Source: an optimization exercise on an open RTL-to-GDS flow (aim: small area, a short achievable clock period and few clock cycles). Production flows keep margins and buffers that such runs may drop.
Function not checked in this run: the RTL went through the layout flow alone.

[design.v]
package lsch_pkg;
  localparam int SlotCount    = 16;
  localparam int TicketBits   = 16;
  localparam int SlotIdxBits  = $clog2(SlotCount);
  localparam int TotalBits    = TicketBits + SlotIdxBits;
  localparam int RndBits      = 31;
  localparam int OutTotalBits = 20;
  localparam logic [TicketBits-1:0]   TicketMax   = '1;
  localparam logic [OutTotalBits-1:0] OutTotalMax = '1;
  localparam logic [2:0] OpAssign  = 3'd0;
  localparam logic [2:0] OpReady   = 3'd1;
  localparam logic [2:0] OpMove    = 3'd2;
  localparam logic [2:0] OpRelease = 3'd3;
  localparam logic [2:0] OpDraw    = 3'd4;
  typedef logic [TicketBits-1:0]  ticket_t;
  typedef logic [TotalBits-1:0]   total_t;
  typedef logic [SlotIdxBits-1:0] slot_idx_t;
  typedef struct packed {
    logic [2:0]         operation;
    logic [3:0]         slot;
    logic [3:0]         other_slot;
    logic [15:0]        ticket_count;
    logic               is_ready;
    logic [RndBits-1:0] random_value;
  } req_t;
  typedef struct packed {
    logic                    found;
    logic [3:0]              winner_slot;
    logic [15:0]             moved;
    logic [OutTotalBits-1:0] total_ready;
  } res_t;
  function automatic logic [OutTotalBits-1:0] sat_total(input total_t t);
    sat_total = t;
  endfunction
endpackage
module lsch_ram #(
  parameter int Depth = 16,
  parameter int Width = 16
) (
  input  logic                     clk_i,
  input  logic                     we_i,
  input  logic [$clog2(Depth)-1:0] waddr_i,
  input  logic [Width-1:0]         wdata_i,
  input  logic [$clog2(Depth)-1:0] raddr_i,
  output logic [Width-1:0]         rdata_o
);
  logic [Width-1:0] mem [Depth];
  always_ff @(posedge clk_i) begin
    if (we_i) begin
      mem[waddr_i] <= wdata_i;
    end
  end
  always_ff @(posedge clk_i) begin
    rdata_o <= mem[raddr_i];
  end
endmodule
module lsch_mod (
  input  logic                         clk_i,
  input  logic                         rst_ni,
  input  logic                         start_i,
  input  logic [lsch_pkg::RndBits-1:0] dividend_i,
  input  lsch_pkg::total_t             divisor_i,
  output logic                         done_o,
  output lsch_pkg::total_t             rem_o
);
  localparam int CntBits = $clog2(lsch_pkg::RndBits);
  logic                         busy_q, done_q;
  logic [CntBits-1:0]           cnt_q;
  logic [lsch_pkg::RndBits-1:0] dvd_q;
  lsch_pkg::total_t             div_q, rem_q;
  logic [lsch_pkg::TotalBits:0] trial, div_ext;
  logic                         ge;
  logic [lsch_pkg::TotalBits:0] trial_sub;
  assign trial   = {rem_q, dvd_q[lsch_pkg::RndBits-1]};
  assign div_ext = {1'b0, div_q};
  assign ge      = trial >= div_ext;
  assign trial_sub = trial - div_ext;
  always_ff @(posedge clk_i or negedge rst_ni) begin
    if (!rst_ni) begin
      busy_q <= 1'b0;
      done_q <= 1'b0;
      cnt_q  <= '0;
    end else begin
      done_q <= 1'b0;
      if (start_i) begin
        busy_q <= 1'b1;
        cnt_q  <= 5'd30;
      end else if (busy_q) begin
        cnt_q <= cnt_q - 1'b1;
        if (cnt_q == '0) begin
          busy_q <= 1'b0;
          done_q <= 1'b1;
        end
      end
    end
  end
  always_ff @(posedge clk_i) begin
    if (start_i) begin
      dvd_q <= dividend_i;
      div_q <= divisor_i;
      rem_q <= '0;
    end else if (busy_q) begin
      dvd_q <= dvd_q << 1;
      rem_q <= ge ? trial_sub[lsch_pkg::TotalBits-1:0] : trial[lsch_pkg::TotalBits-1:0];
    end
  end
  assign done_o = done_q;
  assign rem_o  = rem_q;
endmodule
module lottery_scheduler (
  input  logic           clk_i,
  input  logic           rst_ni,
  input  logic           in_valid_i,
  output logic           in_stall_o,
  input  logic [58:0]    in_req_i,
  output logic           out_valid_o,
  input  logic           out_stall_i,
  output logic [40:0]    out_res_o
);
  lsch_pkg::req_t in_req;
  assign in_req = lsch_pkg::req_t'(in_req_i);
  typedef enum logic [2:0] {
    StIdle  = 3'd0,
    StExec  = 3'd1,
    StDiv   = 3'd2,
    StMv1   = 3'd3,
    StMv2   = 3'd4
  } state_e;
  logic [15:0] tix_q [16];
  logic [15:0] use_q, rdy_q;
  logic [19:0] total_q;
  state_e      state_q;
  logic [2:0]  op_q;
  logic [3:0]  s_q, d_q;
  logic [15:0] t_q;
  logic        isr_q;
  logic [30:0] rv_q;
  logic [1:0]  gsel_q;       
  logic [1:0]  lsel_q;       
  logic [19:0] rem_q;        
  logic [21:0] t3_q;         
  logic [3:0]  cnt_q;        
  logic [3:0]  dig_q;        
  logic        walk_q;       
  logic [1:0]  pn_q;         
  logic [19:0] wrem_q;       
  logic        out_valid_q;
  logic        res_found_q;
  logic [3:0]  res_win_q;
  logic [15:0] res_moved_q;
  logic [15:0] g [4];
  logic [3:0]  glive;
  always_comb begin
    for (int i = 0; i < 4; i++) g[i] = tix_q[{gsel_q, 2'(i)}];
    glive = 4'((use_q & rdy_q) >> {gsel_q, 2'd0});
  end
  logic [15:0] tp;
  assign tp = g[lsel_q];
  logic s_use, s_rdy, d_use, d_rdy;
  assign s_use = use_q[s_q];
  assign s_rdy = rdy_q[s_q];
  assign d_use = use_q[d_q];
  assign d_rdy = rdy_q[d_q];
  logic out_free;
  assign out_free = !out_valid_q || !out_stall_i;
  logic exec_noop;
  always_comb begin
    case (op_q)
      lsch_pkg::OpAssign:  exec_noop = 1'b0;
      lsch_pkg::OpReady:   exec_noop = !(s_use && (s_rdy != isr_q));
      lsch_pkg::OpMove:    exec_noop = !(s_use && d_use && (s_q != d_q));
      lsch_pkg::OpRelease: exec_noop = !s_use;
      lsch_pkg::OpDraw:    exec_noop = (total_q == 20'd0);
      default:             exec_noop = 1'b1;
    endcase
  end
  logic        silent;
  assign silent = (state_q == StExec) && walk_q && exec_noop && (pn_q != 2'd3);
  logic exec_multi, div_last, r_frees;
  assign exec_multi = ((op_q == lsch_pkg::OpMove) && s_use && d_use && (s_q != d_q)) ||
                      ((op_q == lsch_pkg::OpDraw) && (total_q != 20'd0));
  assign div_last   = (cnt_q[3:1] == 3'd0);
  always_comb begin
    case (state_q)
      StIdle:  r_frees = 1'b1;
      StExec:  r_frees = (!walk_q && (pn_q == 2'd0) && !exec_multi) || silent;
      StDiv:   r_frees = div_last && !walk_q && (pn_q == 2'd0);
      StMv2:   r_frees = 1'b1;
      default: r_frees = 1'b0;
    endcase
  end
  assign in_stall_o = !(out_free && r_frees);
  logic in_accept;
  assign in_accept  = in_valid_i && !in_stall_o;
  assign out_valid_o = out_valid_q;
  assign out_res_o   = {res_found_q, res_win_q, res_moved_q, total_q};
  logic        tchg;           
  logic        fast_ok;
  logic [3:0]  jj;
  logic [19:0] rem_init;
  logic [31:0] rv_ext, rv_src;
  assign rv_ext = {1'b0, rv_q};
  assign tchg   = ((state_q == StExec) &&
                   (((op_q == lsch_pkg::OpAssign) && s_use && s_rdy) ||
                    ((op_q == lsch_pkg::OpReady) && s_use && (s_rdy != isr_q)) ||
                    ((op_q == lsch_pkg::OpRelease) && s_use && s_rdy))) ||
                  (state_q == StMv2);
  assign fast_ok = !tchg && (total_q != 20'd0) && (in_req.operation == lsch_pkg::OpDraw);
  assign rv_src  = (state_q == StExec && op_q == lsch_pkg::OpDraw) ? rv_ext : {1'b0, in_req.random_value};
  always_comb begin
    jj = 4'd0;
    for (int b = 0; b < 20; b++) begin
      if (total_q[b]) jj = 4'((b + 1) >> 1);
    end
    rem_init = 20'(rv_src >> (6'd32 - {1'b0, jj, 1'b0}));
  end
  function automatic logic [3:0] dig_pair(input logic [31:0] v, input logic [3:0] i);
    logic [33:0] w;
    w = {v, 2'b00};
    dig_pair = w[{i, 1'b0} +: 4];
  endfunction
  function automatic logic [19:0] r4step(input logic [19:0] r, input logic [1:0] dg,
                                         input logic [19:0] t, input logic [21:0] t3);
    logic [21:0] xx;
    logic [22:0] e1, e2, e3;
    xx = {r, dg};
    e1 = {1'b0, xx} - {3'b0, t};
    e2 = {1'b0, xx} - {2'b0, t, 1'b0};
    e3 = {1'b0, xx} - {1'b0, t3};
    if (!e3[22])      r4step = e3[19:0];
    else if (!e2[22]) r4step = e2[19:0];
    else if (!e1[22]) r4step = e1[19:0];
    else              r4step = xx[19:0];
  endfunction
  logic [19:0] rem_a, rem_b, rem_fin;
  always_comb begin
    rem_a   = r4step(rem_q, dig_q[3:2], total_q, t3_q);
    rem_b   = r4step(rem_a, dig_q[1:0], total_q, t3_q);
    rem_fin = (cnt_q == 4'd0) ? rem_a : rem_b;
  end
  logic [21:0] nw0, nw1, nw2, nw3, r22;
  logic [21:0] sa, ca, sb, cb, sc, cc, ma, mb, mc;
  logic [21:0] e1, e2, e3, e4;
  always_comb begin
    r22 = {2'b0, wrem_q};
    nw0 = ~{6'd0, glive[0] ? g[0] : 16'd0};
    nw1 = ~{6'd0, glive[1] ? g[1] : 16'd0};
    nw2 = ~{6'd0, glive[2] ? g[2] : 16'd0};
    nw3 = ~{6'd0, glive[3] ? g[3] : 16'd0};
    ma = (r22 & nw0) | (r22 & nw1) | (nw0 & nw1);
    sa = r22 ^ nw0 ^ nw1;
    ca = {ma[20:0], 1'b1};
    mb = (sa & ca) | (sa & nw2) | (ca & nw2);
    sb = sa ^ ca ^ nw2;
    cb = {mb[20:0], 1'b1};
    mc = (sb & cb) | (sb & nw3) | (cb & nw3);
    sc = sb ^ cb ^ nw3;
    cc = {mc[20:0], 1'b1};
    e1 = r22 + nw0 + 22'd1;
    e2 = sa + ca + 22'd1;
    e3 = sb + cb + 22'd1;
    e4 = sc + cc + 22'd1;
  end
  logic [3:0] neg;
  assign neg = {e4[21], e3[21], e2[21], e1[21]};
  logic [16:0] mv_sum;
  assign mv_sum = {1'b0, tp} + {1'b0, t_q};
  state_e      state_d;
  logic [15:0] use_d, rdy_d;
  logic [19:0] total_d;
  logic [19:0] rem_d, wrem_d;
  logic [21:0] t3_d;
  logic [3:0]  cnt_d, dig_d;
  logic [1:0]  gsel_d, lsel_d;
  logic [15:0] t_d;
  logic        walk_d;
  logic        r_done;         
  logic        w_done;         
  logic        w_start;
  logic        rmoved;
  logic        p_out;          
  logic        tot_en, tot_sub, tot_mv;
  logic [19:0] tot_opnd;
  logic        tw_en;
  logic [3:0]  tw_addr;
  logic [15:0] tw_data;
  always_comb begin
    state_d  = state_q;
    use_d    = use_q;
    rdy_d    = rdy_q;
    total_d  = total_q;
    rem_d    = rem_q;
    wrem_d   = wrem_q;
    t3_d     = t3_q;
    cnt_d    = cnt_q;
    dig_d    = dig_q;
    gsel_d   = gsel_q;
    lsel_d   = lsel_q;
    t_d      = t_q;
    walk_d   = walk_q;
    r_done   = 1'b0;
    w_done   = 1'b0;
    w_start  = 1'b0;
    rmoved   = 1'b0;
    tw_en    = 1'b0;
    tw_addr  = s_q;
    tw_data  = t_q;
    tot_en   = 1'b0;
    tot_sub  = 1'b1;
    tot_mv   = 1'b0;
    if (walk_q && out_free) begin
      wrem_d = e4[19:0];               
      if (neg != 4'd0) begin
        w_done = 1'b1;
        walk_d = 1'b0;
        gsel_d = s_q[3:2];             
      end else begin
        gsel_d = gsel_q + 2'd1;
      end
    end
    case (state_q)
      StExec: begin
        if (silent) begin
          state_d = StIdle;
        end else if (!walk_q && (pn_q == 2'd0) && out_free) begin
          case (op_q)
            lsch_pkg::OpAssign: begin
              r_done = 1'b1;
              tot_en     = s_use && s_rdy;
              tw_en      = 1'b1;
              use_d[s_q] = 1'b1;
              rdy_d[s_q] = 1'b0;
            end
            lsch_pkg::OpReady: begin
              r_done = 1'b1;
              if (s_use && (s_rdy != isr_q)) begin
                rdy_d[s_q] = isr_q;
                tot_en     = 1'b1;
                tot_sub    = !isr_q;
              end
            end
            lsch_pkg::OpMove: begin
              if (s_use && d_use && (s_q != d_q)) begin
                t3_d    = {6'd0, tp};
                t_d     = (t_q < tp) ? t_q : tp;
                gsel_d  = d_q[3:2];
                lsel_d  = d_q[1:0];
                state_d = StMv1;
              end else begin
                r_done = 1'b1;
              end
            end
            lsch_pkg::OpRelease: begin
              r_done = 1'b1;
              if (s_use) begin
                tot_en     = s_rdy;
                use_d[s_q] = 1'b0;
                rdy_d[s_q] = 1'b0;
              end
            end
            lsch_pkg::OpDraw: begin
              if (total_q == 20'd0) begin
                r_done = 1'b1;
              end else begin
                t3_d    = {2'b0, total_q} + {1'b0, total_q, 1'b0};
                rem_d   = rem_init;
                cnt_d   = 4'd15 - jj;
                dig_d   = dig_pair(rv_src, 4'd15 - jj);
                state_d = StDiv;
              end
            end
            default: r_done = 1'b1;
          endcase
        end
      end
      StDiv: begin
        if (!div_last) begin
          rem_d = rem_b;
          cnt_d = cnt_q - 4'd2;
          dig_d = dig_pair(rv_ext, cnt_q - 4'd2);
        end else if (!walk_q && (pn_q == 2'd0)) begin
          w_start = 1'b1;
          wrem_d  = rem_fin;
          walk_d  = 1'b1;
          gsel_d  = 2'd0;
          state_d = StIdle;
        end
      end
      StMv1: begin
        if (out_free) begin
          tw_en   = 1'b1;
          tw_addr = d_q;
          tw_data = mv_sum[16] ? 16'hffff : mv_sum[15:0];
          t_d     = mv_sum[16] ? ~tp : t_q;
          state_d = StMv2;
        end
      end
      StMv2: begin
        if (out_free) begin
          tw_en   = 1'b1;
          tw_data = t3_q[15:0] - t_q;
          tot_mv  = 1'b1;
          tot_en  = s_rdy != d_rdy;
          tot_sub = s_rdy;
          r_done  = 1'b1;
          rmoved  = 1'b1;
        end
      end
      default: ;
    endcase
    if (r_done) state_d = StIdle;
    p_out = !walk_q && (pn_q != 2'd0) && out_free;
    tot_opnd = {4'd0, tot_mv ? t_q : tp};
    if (tot_en) total_d = total_q + (tot_sub ? ~tot_opnd : tot_opnd) + {19'd0, tot_sub};
    if (in_accept) begin
      lsel_d  = in_req.slot[1:0];
      state_d = StExec;
      if (!(walk_q && !w_done) && !w_start) gsel_d = in_req.slot[3:2];
      if (fast_ok) begin
        state_d = StDiv;
        rem_d   = rem_init;
        cnt_d   = 4'd15 - jj;
        dig_d   = dig_pair(rv_src, 4'd15 - jj);
        t3_d    = {2'b0, total_q} + {1'b0, total_q, 1'b0};
      end
    end
  end
  logic start_any;
  assign start_any = (in_accept && fast_ok) ||
                     ((state_q == StExec) && (op_q == lsch_pkg::OpDraw) && !walk_q &&
                      (pn_q == 2'd0) && out_free && (total_q != 20'd0));
  logic [19:0] rem_n, wrem_n;
  always_comb begin
    if (start_any)                             rem_n = rem_init;
    else if ((state_q == StDiv) && div_last)   rem_n = rem_q;
    else                                       rem_n = rem_b;
    if (w_start)                               wrem_n = rem_fin;
    else if (!out_free)                        wrem_n = wrem_q;
    else                                       wrem_n = e4[19:0];
  end
  logic [1:0] gsel_n, gsel_other;
  always_comb begin
    gsel_other = in_accept ? in_req.slot[3:2] : s_q[3:2];
    if (walk_q) begin
      if (!out_free)          gsel_n = gsel_q;
      else if (neg != 4'd0)   gsel_n = gsel_other;
      else                    gsel_n = gsel_q + 2'd1;
    end else begin
      gsel_n = gsel_d;
    end
  end
  always_ff @(posedge clk_i or negedge rst_ni) begin
    if (!rst_ni) begin
      state_q     <= StIdle;
      use_q       <= '0;
      rdy_q       <= '0;
      total_q     <= '0;
      walk_q      <= 1'b0;
      pn_q        <= 2'd0;
      out_valid_q <= 1'b0;
    end else begin
      state_q <= state_d;
      use_q   <= use_d;
      rdy_q   <= rdy_d;
      total_q <= total_d;
      walk_q  <= walk_d;
      if (silent)     pn_q <= pn_q + 2'd1;
      else if (p_out) pn_q <= pn_q - 2'd1;
      if (out_free) out_valid_q <= r_done || w_done || p_out;
    end
  end
  always_ff @(posedge clk_i) begin
    if (out_free) begin            
      res_found_q <= w_done;
      res_win_q   <= w_done ? {gsel_q, neg[0] ? 2'd0 : neg[1] ? 2'd1 : neg[2] ? 2'd2 : 2'd3}
                            : 4'd0;
      res_moved_q <= rmoved ? t_q : 16'd0;
    end
    if (in_accept) begin
      op_q  <= in_req.operation;
      s_q   <= in_req.slot;
      d_q   <= in_req.other_slot;
      isr_q <= in_req.is_ready;
      rv_q  <= in_req.random_value;
    end
    t_q    <= in_accept ? in_req.ticket_count : t_d;
    gsel_q <= gsel_n;
    lsel_q <= lsel_d;
    rem_q  <= rem_n;
    wrem_q <= wrem_n;
    t3_q   <= t3_d;
    cnt_q  <= cnt_d;
    dig_q  <= dig_d;
    if (tw_en) tix_q[tw_addr] <= tw_data;
  end
endmodule
[run.sh]
#!/bin/bash
# synth_recipe.tcl (not shown) runs the flow's synth.tcl, then flattens the netlist and writes it again
# the make line also repeats each setting of config.mk as NAME=value (left out here)
make -C /OpenROAD-flow-scripts/flow DESIGN_CONFIG=/design/flow/config.mk WORK_HOME=/design/flow/orfs CLKGATE_MAP_FILE= SYNTH_SCRIPT=/design/flow/synth_recipe.tcl finish
[config.mk]
export PLATFORM = sky130hd
export DESIGN_NAME = lottery_scheduler
export DESIGN_NICKNAME = lottery_scheduler
export VERILOG_FILES = /design/flow/design.v
export SDC_FILE = /design/flow/constraint.sdc
export NUM_CORES = 4
export LEC_CHECK = 0
export ABC_AREA = 1
export ABC_CLOCK_PERIOD_IN_PS = 4000
export CAP_MARGIN = 10
export CORE_MARGIN = 2
export CORE_UTILIZATION = 40
export SETUP_SLACK_MARGIN = 3.0
export SLEW_MARGIN = 10
export TNS_END_PERCENT = 5
[constraint.sdc]
create_clock -name core_clock -period 8.0 [get_ports {clk_i}]
set_input_delay 1.6000 -clock core_clock [delete_from_list [all_inputs] [get_ports {clk_i}]]
set_output_delay 1.6000 -clock core_clock [all_outputs]
set_load 0.01 [all_outputs]
==> run summary <==
- The flow ran to the end and the layout has no timing, DRC or antenna violations.
- The final number of max-transition violations was 0.
- The fraction of the yosys area taken by sequential cells is 35.2%.
- Once detailed placement completed, the half-perimeter wirelength came to 116,000 um.
- The worst path required time is 8.41 ns.
- The pre-antenna-repair detailed-routing pass consisted of 6 iterations.
- The initial antenna violation count was 3.
- For hold timing, the worst endpoint is t3_q[18].
- On the worst path, the slowest cell contributes a delay of 0.51 ns.
- STA classifies the critical path startpoint as a register.
- For this block, the initial DRC count from the detailed router was 4,143.
- The antenna diode instance count is 0.
- The number of nets in the finished design is 5,682.
- The first global-routing pass estimated 227,000 um of wire.
- The worst setup slack for register-to-register paths is 2.49 ns.
- The number of hold violations in the final report came to 0.
- The layout-stage area growth over the synthesis result is 19.6%.
- The startpoint of the worst register-to-register path is gsel_q[0].
- Based on the critical path, the design can be clocked at up to 181 MHz.
- The fraction of final layout cells sized beyond drive strength 1 is 13.4%.
- The final number of setup-violating endpoints is 0.
- The die span in y is 314 um.
- The top-level port count is 106.
- For the worst-skew pair, the clock arrives at the later sink with an insertion delay of 0.66 ns.
- The maximum number of pins on one net before global-route repair is 66.
- The synthesized netlist cell count is 5,017.
- In this run the mean area of a mapped cell was 7.66 um^2.
- The worst relative slew slack is 31.0%.
- The number of buffers between clock root and the deepest sink is 3.
- The area enclosed by the die boundary is 0.0986 mm^2.
- Summed over all failing endpoints, the final setup total negative slack is 0 ns.
- Summed over all layers, the global routing overflow is 0.
- The global-route usage over all layers is 30.3%.
- In the finished design, the share of the clock period the worst path needs comes to 68.9%.
- The launch point of the worst hold path is t3_q[18].
- Buffers inserted during clock tree synthesis total 53.
- Setup repair after global routing could not meet its margin everywhere.
- The register bit total from synthesis is 471.
- The most frequently used flop master after synthesis is sky130_fd_sc_hd__edfxtp_1.
- Counting both buffers and inverters, the worst setup path holds a total of 11.
- The number of different library cells used by synthesis comes to 64.
- Counting the fill cells in the layout gives 9,308.
- The floorplan has 113 rows.
- Hold repair after CTS inserted 0 buffers.
- On the critical path, the stage with the largest delay is an instance of sky130_fd_sc_hd__fa_1.
- The cell area that synthesis handed to floorplanning was 0.0384 mm^2.
- The critical path's top delay family is adder cells.
- The maximum level of the CTS H-tree is 2.
- Routability-driven placement finished with a final weighted congestion of 1.01.
- The worst endpoint data arrival time is 5.92 ns.
- The number of warnings reported in the yosys synthesis log is 2.
- The worst register-to-register path has a depth of 32.
- The remaining antenna violation count is 0.
- The overall die width is 314 um.
- The total vias in the final route is 37,700.
- The kind of end point of the critical path is a register.
- After detailed routing, the number of vias per cell comes to 5.75.
- The time the worst path needs with I/O delays and setup is 5.51 ns.
- The setup slack at placement is 1.72 ns.
- The CTS sink count is 471.
- The final clock skew is 0.0264 ns.
- For the pin with the worst max-slew slack, the measured transition is 1.02 ns.
- In the final routed layout, each cell accounts on average for 23.2 um.
- The tightest min-delay check is of the reg -> reg type.
- The via count of the first global-routing pass came to 36,200.
- Port buffering added 105 buffers.
- The worst register-to-register path ends at wrem_q[12].
- Clock-pin slew was measured on the worst setup and hold paths at 0.06 ns.
- The total length of routed wires is 153,000 um.
- Setup slack closes at 2.49 ns.
- The post-synthesis async set-or-reset flop share is 12.5%.
- Counting instances, the worst hold path has a depth of 2.
- The most used cell along the critical path is sky130_fd_sc_hd__inv_1.
- The DRC violation count after routing is 0.
- For this configuration, the core starts out at a cell density of 40.4%.
- The CTS tree is yes.
- The critical path is of the reg -> reg type.
- The total area inside the core boundary comes to 0.0952 mm^2.
- The maximum net fanout on the critical path is 5.
- Max-cap violations in this run came to 0.
- The CTS root buffer is sky130_fd_sc_hd__clkbuf_16.
- The number of enable flip-flop cells after synthesis is 380.
- The synthesized netlist net count is 5,440.
final cells by class:
type                       instances  area, um^2  share of cell area, %
multi-input combinational       3835       23600                   51.4
sequential                       471       13600                   29.5
timing repair buffer             350        3140                   6.83
inverter                         546        2170                   4.72
tap                             1265        1580                   3.44
clock buffer                      63        1390                   3.01
clock inverter                    36         497                   1.08
timing repair inverter             2        12.5                 0.0272
cell usage after synthesis, types with 17 or more instances:
| cell | count | area (um^2) |
|---|---|---|
| sky130_fd_sc_hd__o22ai_1 | 46 | 288 |
| sky130_fd_sc_hd__o211ai_1 | 50 | 375 |
| sky130_fd_sc_hd__nor3_1 | 41 | 205 |
| sky130_fd_sc_hd__clkbuf_1 | 95 | 357 |
| sky130_fd_sc_hd__dfrtp_1 | 59 | 1480 |
| sky130_fd_sc_hd__a32o_1 | 39 | 390 |
| sky130_fd_sc_hd__ha_1 | 303 | 3790 |
| sky130_fd_sc_hd__nand3_1 | 393 | 1970 |
| sky130_fd_sc_hd__a21oi_1 | 382 | 1910 |
| sky130_fd_sc_hd__nor2_1 | 370 | 1390 |
| sky130_fd_sc_hd__xnor2_1 | 66 | 578 |
| sky130_fd_sc_hd__a21o_1 | 24 | 180 |
| sky130_fd_sc_hd__edfxtp_1 | 380 | 11400 |
| sky130_fd_sc_hd__xor2_1 | 92 | 806 |
| sky130_fd_sc_hd__nand4_1 | 61 | 382 |
| sky130_fd_sc_hd__mux2i_1 | 18 | 180 |
| sky130_fd_sc_hd__a31oi_1 | 35 | 219 |
| sky130_fd_sc_hd__nand2_1 | 1247 | 4680 |
| sky130_fd_sc_hd__or2_2 | 35 | 219 |
| sky130_fd_sc_hd__o21ai_1 | 37 | 185 |
| sky130_fd_sc_hd__inv_1 | 526 | 1970 |
| sky130_fd_sc_hd__dfxtp_1 | 32 | 641 |
| sky130_fd_sc_hd__buf_2 | 40 | 200 |
| sky130_fd_sc_hd__o21bai_1 | 17 | 128 |
| sky130_fd_sc_hd__fa_1 | 57 | 1140 |
| sky130_fd_sc_hd__o21ai_0 | 364 | 1820 |
registers in the layout (all words and copies together), names as in the netlist, 4 cells and up, named ones only:
| signal | flops |
|---|---|
| wrem_q | 20 |
| cnt_q | 4 |
| rdy_q | 16 |
| d_q | 4 |
| res_win_q | 4 |
| s_q | 4 |
| tix_q | 256 |
| rv_q | 31 |
| rem_q | 20 |
| t_q | 16 |
| res_moved_q | 16 |
| total_q | 20 |
| t3_q | 22 |
| dig_q | 4 |
through the flow:
step | hold WS, ns | cell area (um^2) | cells | util (%)
global placement | 0.472 | 41100 | 6317 | 43.2
finish | 0.490 | 46000 | 6568 | 48.3
detailed placement | 0.480 | 41100 | 6317 | 43.2
CTS | 0.489 | 45700 | 6550 | 48.0
floorplan | 0.451 | 38500 | 5017 | -
global route | 0.517 | 46000 | 6568 | 48.3
worst reg2reg max path, delay by kind of cell (launching register included):
kind / cells / cell delay (ns)
simple gates: 12 / 1.33
buf+inv: 11 / 1.13
flops: 1 / 0.40
compound gates: 5 / 0.63
fa+ha+maj: 4 / 1.80
layout by cell type (no fill, tap or decap), types with 39 or more instances in the layout:
cell,netlist,final
sky130_fd_sc_hd__o22ai_1,46,46
sky130_fd_sc_hd__ha_4,0,42
sky130_fd_sc_hd__a21oi_1,382,351
sky130_fd_sc_hd__ha_1,303,255
sky130_fd_sc_hd__clkdlybuf4s50_1,0,104
sky130_fd_sc_hd__nand4_1,61,61
sky130_fd_sc_hd__clkbuf_16,0,54
sky130_fd_sc_hd__xor2_1,92,92
sky130_fd_sc_hd__a32o_1,39,39
sky130_fd_sc_hd__nand3_1,393,365
sky130_fd_sc_hd__nor2_1,370,343
sky130_fd_sc_hd__o21ai_1,37,55
sky130_fd_sc_hd__o21ai_0,364,336
sky130_fd_sc_hd__dfrtp_1,59,43
sky130_fd_sc_hd__edfxtp_1,380,380
sky130_fd_sc_hd__inv_1,526,481
sky130_fd_sc_hd__xnor2_1,66,66
sky130_fd_sc_hd__fa_1,57,47
sky130_fd_sc_hd__buf_4,14,206
sky130_fd_sc_hd__o211ai_1,50,50
sky130_fd_sc_hd__nand2_1,1247,1188
sky130_fd_sc_hd__nand2_2,7,52
cell families (layout without fill, tap and decap cells):
group	count (synthesis)	after routing	share of synthesized area, %
muxes	18	18	0.469
xor gates and xnor gates	158	158	3.60
AOI/OAI and AO/OA	1087	1087	16.3
buffers and inverters	714	997	7.34
and+or+nand+nor	2209	2212	24.3
adders and majority gates	360	360	12.8
DFF	471	471	35.2
worst max-delay path by stage:
stage | from | depth (start not counted) | slack, ns | endpoint
after floorplan | register | 37 | 2.99 | register
after global placement | out_stall_i | 25 | 1.72 | total_q[16]
after detailed placement | out_stall_i | 25 | 1.72 | total_q[16]
after CTS | register | 20 | 2.60 | t_q[6]
after global routing | gsel_q[0] | 32 | 2.21 | wrem_q[12]
final | gsel_q[0] | 32 | 2.49 | wrem_q[12]
timing repair:
item,CTS,global route
setup buffers,128,18
hold endpoints to repair,0,0
pin swaps,94,47
gates cloned,6,0
resized for setup,370,62
endpoints found under the setup margin,353,358
per-layer routing:
layer,GRT usage [%],up-vias,share of wire (%)
li1,-,17700,-
met1,41.0,18000,42
met2,48.5,1642,45
met3,3.79,352,7.5
met4,14.0,4,5.4
met5,0,-,0.016

[port drivers added, routing unchanged]
The flow's constraints put no driver on any port. The routed layout listed below was extracted and timed again, unchanged, in two steps.
Step 1, drivers: a clkbuf_16 drives clk_i and a buf_2 each remaining input, both assumed.
Step 2 adds t to the input delays and takes it off the output delays; t is the mean of the earliest and latest rising clock arrival at the registers after step 1. Input paths then give back, and output paths get back, about the clock's delay inside the block.
a / b / c = no drivers / after step 1 / after step 2; a / b = the first two.
shift t [ns]: 0.716
setup WS [ns]: 2.489 / 2.489 / 1.926
cell pins on the clock port's net: 1
After both steps setup and hold are still met in this run. The setup slack of this run moves by 0.000 ns with the drivers and by -0.563 ns with both steps.
